Context: an optimization exercise on an open-source flow, tuned for small area. The choices shown serve that exercise and are no tape-out recipe. The RTL was checked by simulation tests, not by an equivalence proof against the original design. No activity file was given, so power comes from the tool's default toggle rates.

== juniper ==
// decode_dispatch
module decode_dispatch (
  input  logic                   clk,
  input  logic                   rst,
  input  logic                   roll_back,
  input  logic                   if_in_en,
  input  dispatch_pkg::addr_t    if_pc,
  input  dispatch_pkg::instr_t   if_instr,
  input  logic                   jump,
  input  logic                   rs1_busy,
  input  dispatch_pkg::rob_idx_t rs1_dep,
  input  dispatch_pkg::data_t    rs1_val,
  input  logic                   rs2_busy,
  input  dispatch_pkg::rob_idx_t rs2_dep,
  input  dispatch_pkg::data_t    rs2_val,
  input  logic                   cdb_en,
  input  dispatch_pkg::rob_idx_t cdb_rob_idx,
  input  dispatch_pkg::data_t    cdb_val,
  input  dispatch_pkg::rob_idx_t rob_idx_nxt,
  output logic                   stall_reset,
  output dispatch_pkg::addr_t    new_pc,
  output dispatch_pkg::rob_idx_t stall_rob_idx,
  output logic                   rf_en,
  output dispatch_pkg::reg_idx_t rf_dest,
  output dispatch_pkg::rob_idx_t rf_rob_idx,
  output logic                   rs_en,
  output dispatch_pkg::rs_op_t   rs_op_out,
  output dispatch_pkg::data_t    rs_vj,
  output logic                   rs_qj_en,
  output dispatch_pkg::rob_idx_t rs_qj,
  output dispatch_pkg::data_t    rs_vk,
  output logic                   rs_qk_en,
  output dispatch_pkg::rob_idx_t rs_qk,
  output dispatch_pkg::rob_idx_t rs_rob_idx,
  output logic                   rob_en,
  output dispatch_pkg::rob_idx_t rob_idx,
  output logic                   rob_ready,
  output dispatch_pkg::rob_op_t  rob_op,
  output dispatch_pkg::reg_idx_t rob_dest,
  output dispatch_pkg::data_t    rob_val,
  output logic                   rob_jump,
  output dispatch_pkg::addr_t    rob_pc,
  output dispatch_pkg::addr_t    rob_alt_pc
);
For scale: roughly 1400 cells after synthesis, roughly 230 flip-flops, roughly 420 I/O pins.
==> flow/config.mk <==
export PLATFORM = sky130hd
export DESIGN_NAME = decode_dispatch
export DESIGN_NICKNAME = decode_dispatch
export VERILOG_FILES = /design/flow/design.v
export SDC_FILE = /design/flow/constraint.sdc
export NUM_CORES = 4
export LEC_CHECK = 0
export CAP_MARGIN = 0
export CORE_MARGIN = 2
export CORE_UTILIZATION = 65
export PLACE_DENSITY = 0.75
export SLEW_MARGIN = 0
==> flow/constraint.sdc <==
create_clock -name core_clock -period 5.0 [get_ports {clk}]
set_input_delay 1.0000 -clock core_clock [delete_from_list [all_inputs] [get_ports {clk}]]
set_output_delay 1.0000 -clock core_clock [all_outputs]
set_load 0.01 [all_outputs]
standard.sh (not shown) runs the stock make flow with config.mk's settings and CLKGATE_MAP_FILE= SYNTH_SCRIPT=/design/flow/synth_recipe.tcl, a recipe that flattens the netlist after the stock synthesis.
==> flow/flow/run.sh <==
#!/bin/bash
# Standard ORFS layout with two changes: the port buffers use the smallest
# buffer cell, and the clock tree uses few, large sink clusters and no dummy loads.
export BUFFER_PORTS_ARGS="-buffer_cell sky130_fd_sc_hd__buf_1"
export CTS_ARGS="-sink_clustering_enable -repair_clock_nets -dont_use_dummy_load -sink_clustering_size 10 -sink_clustering_max_diameter 40 -buf_list {sky130_fd_sc_hd__clkbuf_4}"
bash standard.sh > standard.log 2>&1
Relative to juniper, the following input files were edited for sierra:
--- a/flow/flow/run.sh
+++ b/flow/flow/run.sh
@@ -5 +5 @@
-export CTS_ARGS="-sink_clustering_enable -repair_clock_nets -dont_use_dummy_load -sink_clustering_size 10 -sink_clustering_max_diameter 40 -buf_list {sky130_fd_sc_hd__clkbuf_4}"
+export CTS_ARGS="-sink_clustering_enable -repair_clock_nets -dont_use_dummy_load -sink_clustering_size 16 -sink_clustering_max_diameter 60 -buf_list {sky130_fd_sc_hd__clkbuf_4 sky130_fd_sc_hd__clkbuf_8}"
--- a/flow/config.mk
+++ b/flow/config.mk
@@ -10,0 +11 @@
+export GPL_TIMING_DRIVEN = 0
Notes after the runs:
NOTE final routed wirelength across all metal layers juniper->sierra increased by a few percent
Total power density per cell area of sierra falls short of that of juniper by more than 10%.
Relative to juniper, combinational power has gone up in sierra.
diff inputs: sierra => cedar
--- a/flow/flow/run.sh
+++ b/flow/flow/run.sh
@@ -5,0 +6 @@
+export RECOVER_POWER=100
--- a/flow/config.mk
+++ b/flow/config.mk
@@ -11 +10,0 @@
-export GPL_TIMING_DRIVEN = 0
Findings:
- Finished, but not clean: cedar, with capacitance limit, slew limit.
- Delta (cedar minus sierra): met1 track demand over resource in global routing went up by 1.4 points; wire length reported by the detailed router lost about 6%; total power density per cell area now larger; proportion of cell area occupied by multi-input gates increased 5.6 points.
- [compare] base=sierra new=cedar: part of the total power dissipated in sequential elements now larger, fraction of the mapped netlist area in adder cells stayed essentially flat, maximum number of pins on one net before global-route repair shows an increase of 26, clock latency at the later pin of the worst-skew pair essentially unchanged.
Edits applied to the flow inputs when going from cedar to fjord:
--- a/flow/flow/run.sh
+++ b/flow/flow/run.sh
@@ -6 +5,0 @@
-export RECOVER_POWER=100
==> comparison <==
| clock share of power | fjord vs cedar | ≈ equal |
sky130_fd_sc_hd__a31oi_2 as the standard cell with the maximum stage delay on the critical path was reported by cedar, and sky130_fd_sc_hd__fa_1 by fjord.
Cmp fjord vs cedar: multi-input logic area higher in fjord
Compared with cedar, fjord has extra setup slack.
cedar was smaller in final cell area than fjord.
fjord has completed all stages; timing, DRC and antenna checks passed.
Largest fanout on the critical path, cedar and fjord: lower on fjord

-- afterwards: timing with drivers on the ports --
In the flow no input, the clock included, has a driving cell. The finished layouts below were timed again as built, in two steps.
Step 1 sets driving cells, clkbuf_16 on the clock port and buf_2 on the other inputs (assumed; they add their load-dependent delay and slew).
Step 2 moves the port delays by t, midway between the first and last clock arrival at a register: inputs arrive t later, outputs are due t later. That takes back most of the time a late clock gives input paths.
Three values: no drivers, after step 1, after step 2; two values: the first two.
| run | t, ns | slack for setup (ns) | worst hold slack (ns) | worst slew at a driven data input, ns | pins driven straight from the clock port |
|---|---|---|---|---|---|
| juniper | 0.653 | 0.571 / 0.593 / -0.060 | 0.442 / 0.442 / 0.442 | 0.09 | 1 |
| sierra | 0.570 | 0.191 / 0.212 / -0.357 | 0.441 / 0.441 / 0.441 | 0.08 | 1 |
| cedar | 0.570 | 0.371 / 0.384 / -0.186 | 0.441 / 0.441 / 0.441 | 0.08 | 1 |
| fjord | 0.572 | 0.505 / 0.528 / -0.044 | 0.441 / 0.441 / 0.441 | 0.09 | 1 |
The setup slack of juniper, which loses most, moves by +0.022 ns with the drivers and by -0.631 ns with both steps.
